Source: an optimization exercise on an open RTL-to-GDS flow (aim: small area). Production flows keep margins and buffers that such runs may drop. The RTL was checked by simulation tests, not by an equivalence proof against the original design. Power and IR drop assume default switching activity.

## orderBookDirectoryParser
module orderBookDirectoryParser
(
    input  wire logic                    clk,
    input  wire logic                    rst,
    input  wire logic [(8 * 8)-1:0]   dataIn,
    input  wire logic                    wordValid,
    input  wire logic                    start,
    input  wire logic [3-1:0] startOffset,
    output logic                         recordValid,
    output logic [31:0]                  timeStamp,
    output logic [31:0]                  orderBookId,
    output logic [(8 * 8)-1:0]        symbol,
    output logic [95:0]                  isin,
    output logic [7:0]                   financialProduct,
    output logic [23:0]                  tradingCurrency,
    output logic [15:0]                  decimalsInPrice,
    output logic [15:0]                  decimalsInNominalValue,
    output logic [31:0]                  oddLotSize,
    output logic [31:0]                  roundLotSize,
    output logic [31:0]                  blockLotSize,
    output logic [(8 * 8)-1:0]        nominalValue
);
export LEC_CHECK = 0
export CAP_MARGIN = 20
export CORE_MARGIN = 2
export CORE_UTILIZATION = 85
export SLEW_MARGIN = 20
export SYNTH_HIERARCHICAL = 1
create_clock -name core_clock -period 5.0 [get_ports {clk}]
standard.sh (not shown) runs the stock make flow with config.mk's settings and CLKGATE_MAP_FILE= SYNTH_SCRIPT=/design/flow/synth_recipe.tcl, a recipe that flattens the netlist after the stock synthesis.
==> flow/flow/run.sh <==
#!/bin/bash
# The standard layout, with two changes: the port buffers are the smallest
# buffer cell, and clock tree synthesis is tuned for area.
set -euo pipefail
bash standard.sh synth > synth.log 2>&1
bash standard.sh \
    "BUFFER_PORTS_ARGS=-buffer_cell sky130_fd_sc_hd__buf_1" \
    "CTS_ARGS=-sink_clustering_enable -repair_clock_nets -dont_use_dummy_load -buf_list sky130_fd_sc_hd__clkbuf_8 -sink_clustering_size 18 -sink_clustering_max_diameter 50" \
    finish > layout.log 2>&1
The baseline did not get past global placement (3_3_place_gp) (GPL-0301).
Then changed:
==> flow/flow/run.sh (replaced) <==
#!/bin/bash
# The standard layout, with two changes: the port buffers are the smallest
# buffer cell, and clock tree synthesis is tuned for area.
set -euo pipefail
bash standard.sh synth > synth.log 2>&1
bash standard.sh \
    "BUFFER_PORTS_ARGS=-buffer_cell sky130_fd_sc_hd__buf_1" \
    "CTS_ARGS=-sink_clustering_enable -repair_clock_nets -dont_use_dummy_load -buf_list sky130_fd_sc_hd__clkbuf_8 -sink_clustering_size 16 -sink_clustering_max_diameter 60" \
    finish > layout.log 2>&1
CORE_UTILIZATION = 75   (was 85)
With this change the flow went through all stages and came out clean.
Area after synthesis is unchanged.
Synthesized cell count stays the same.
Then changed:
==> flow/flow/run.sh (replaced) <==
#!/bin/bash
# The standard layout, with two changes: the port buffers are the smallest
# buffer cell, and clock tree synthesis is tuned for area.
set -euo pipefail
bash standard.sh synth > synth.log 2>&1
bash standard.sh \
    "BUFFER_PORTS_ARGS=-buffer_cell sky130_fd_sc_hd__buf_1" \
    "CTS_ARGS=-sink_clustering_enable -repair_clock_nets -dont_use_dummy_load -buf_list sky130_fd_sc_hd__clkbuf_8 -sink_clustering_size 18 -sink_clustering_max_diameter 50" \
    finish > layout.log 2>&1
=> Clock-buffer cell count went down by 9; fmax went down slightly; cell area went down slightly; core utilization went down by 0.30 points; total power went down slightly; worst hold slack loses 0.0037 ns; via count barely changes; cell count hardly moves; sequential share of layout area went up by 0.20 points; routed wire length went up slightly; sequential power barely changes.
Then changed:
==> flow/flow/run.sh (replaced) <==
#!/bin/bash
# The standard layout, with two changes: the port buffers are the smallest
# buffer cell, and clock tree synthesis is tuned for area.
set -euo pipefail
bash standard.sh synth > synth.log 2>&1
bash standard.sh \
    "BUFFER_PORTS_ARGS=-buffer_cell sky130_fd_sc_hd__buf_1" \
    "CTS_ARGS=-sink_clustering_enable -repair_clock_nets -dont_use_dummy_load -buf_list sky130_fd_sc_hd__clkbuf_8 -sink_clustering_size 16 -sink_clustering_max_diameter 60" \
    finish > layout.log 2>&1
CORE_UTILIZATION = 60   (was 75)
After rerunning: The changed run completed with no timing, DRC or antenna violations. Wire length is lower by 2.0%. Setup slack gains 0.037 ns. Total power is higher by 0.67%. Global-route usage is lower by 8.5 points. Synthesized area is unchanged. Design area is higher by 0.99%. Via count is lower by 4.6%. Synthesized cell count does not change.
Then changed:
==> flow/flow/run.sh (replaced) <==
#!/bin/bash
# The standard layout, with two changes: the port buffers are the smallest
# buffer cell, and clock tree synthesis is tuned for area.
set -euo pipefail
bash standard.sh synth > synth.log 2>&1
bash standard.sh \
    "BUFFER_PORTS_ARGS=-buffer_cell sky130_fd_sc_hd__buf_1" \
    "CTS_ARGS=-sink_clustering_enable -repair_clock_nets -dont_use_dummy_load -buf_list sky130_fd_sc_hd__clkbuf_8 -sink_clustering_size 20 -sink_clustering_max_diameter 60" \
    finish > layout.log 2>&1
The changed run produced a clean layout.
Area after synthesis is unchanged.
Via count came out lower by 0.54%.
Setup slack improved by 0.0070 ns.
Global-route usage came out lower by 0.27 points.
Sequential share of layout area came out higher by 0.32 points.
Combinational power barely changes.
Cell count came out lower by 0.35%.
Worst hold slack got worse by 0.0062 ns.

==> re-timing with driven ports <==
The results above use ideal ports. As a check the final layouts listed here were re-extracted and re-timed, cells and wires unchanged.
Step 1, drivers: a clkbuf_16 drives clk and a buf_2 each remaining input, both assumed.
Step 2 adds t to the input delays and takes it off the output delays; t is the mean of the earliest and latest rising clock arrival at the registers after step 1. Input paths then give back, and output paths get back, about the clock's delay inside the block.
Slacks: ideal / step 1 / step 2; pairs: ideal / step 1.
run | shift t [ns] | setup slack, ns | latest minus earliest clock arrival (ns) | worst data-port slew with drivers (ns) | pins driven straight from the clock port
the second run | 0.697 | 1.418 / 1.418 / 1.120 | 0.039 / 0.039 | 0.15 | 1
the third run | 0.742 | 1.403 / 1.403 / 1.118 | 0.069 / 0.069 | 0.16 | 1
the fourth run | 0.716 | 1.440 / 1.440 / 1.230 | 0.043 / 0.043 | 0.14 | 1
the fifth run | 0.730 | 1.447 / 1.447 / 1.250 | 0.072 / 0.073 | 0.13 | 1
After both steps setup and hold are still met in every run listed. The setup slack of the second run, which loses most, moves by 0.000 ns with the drivers and by -0.298 ns with both steps.
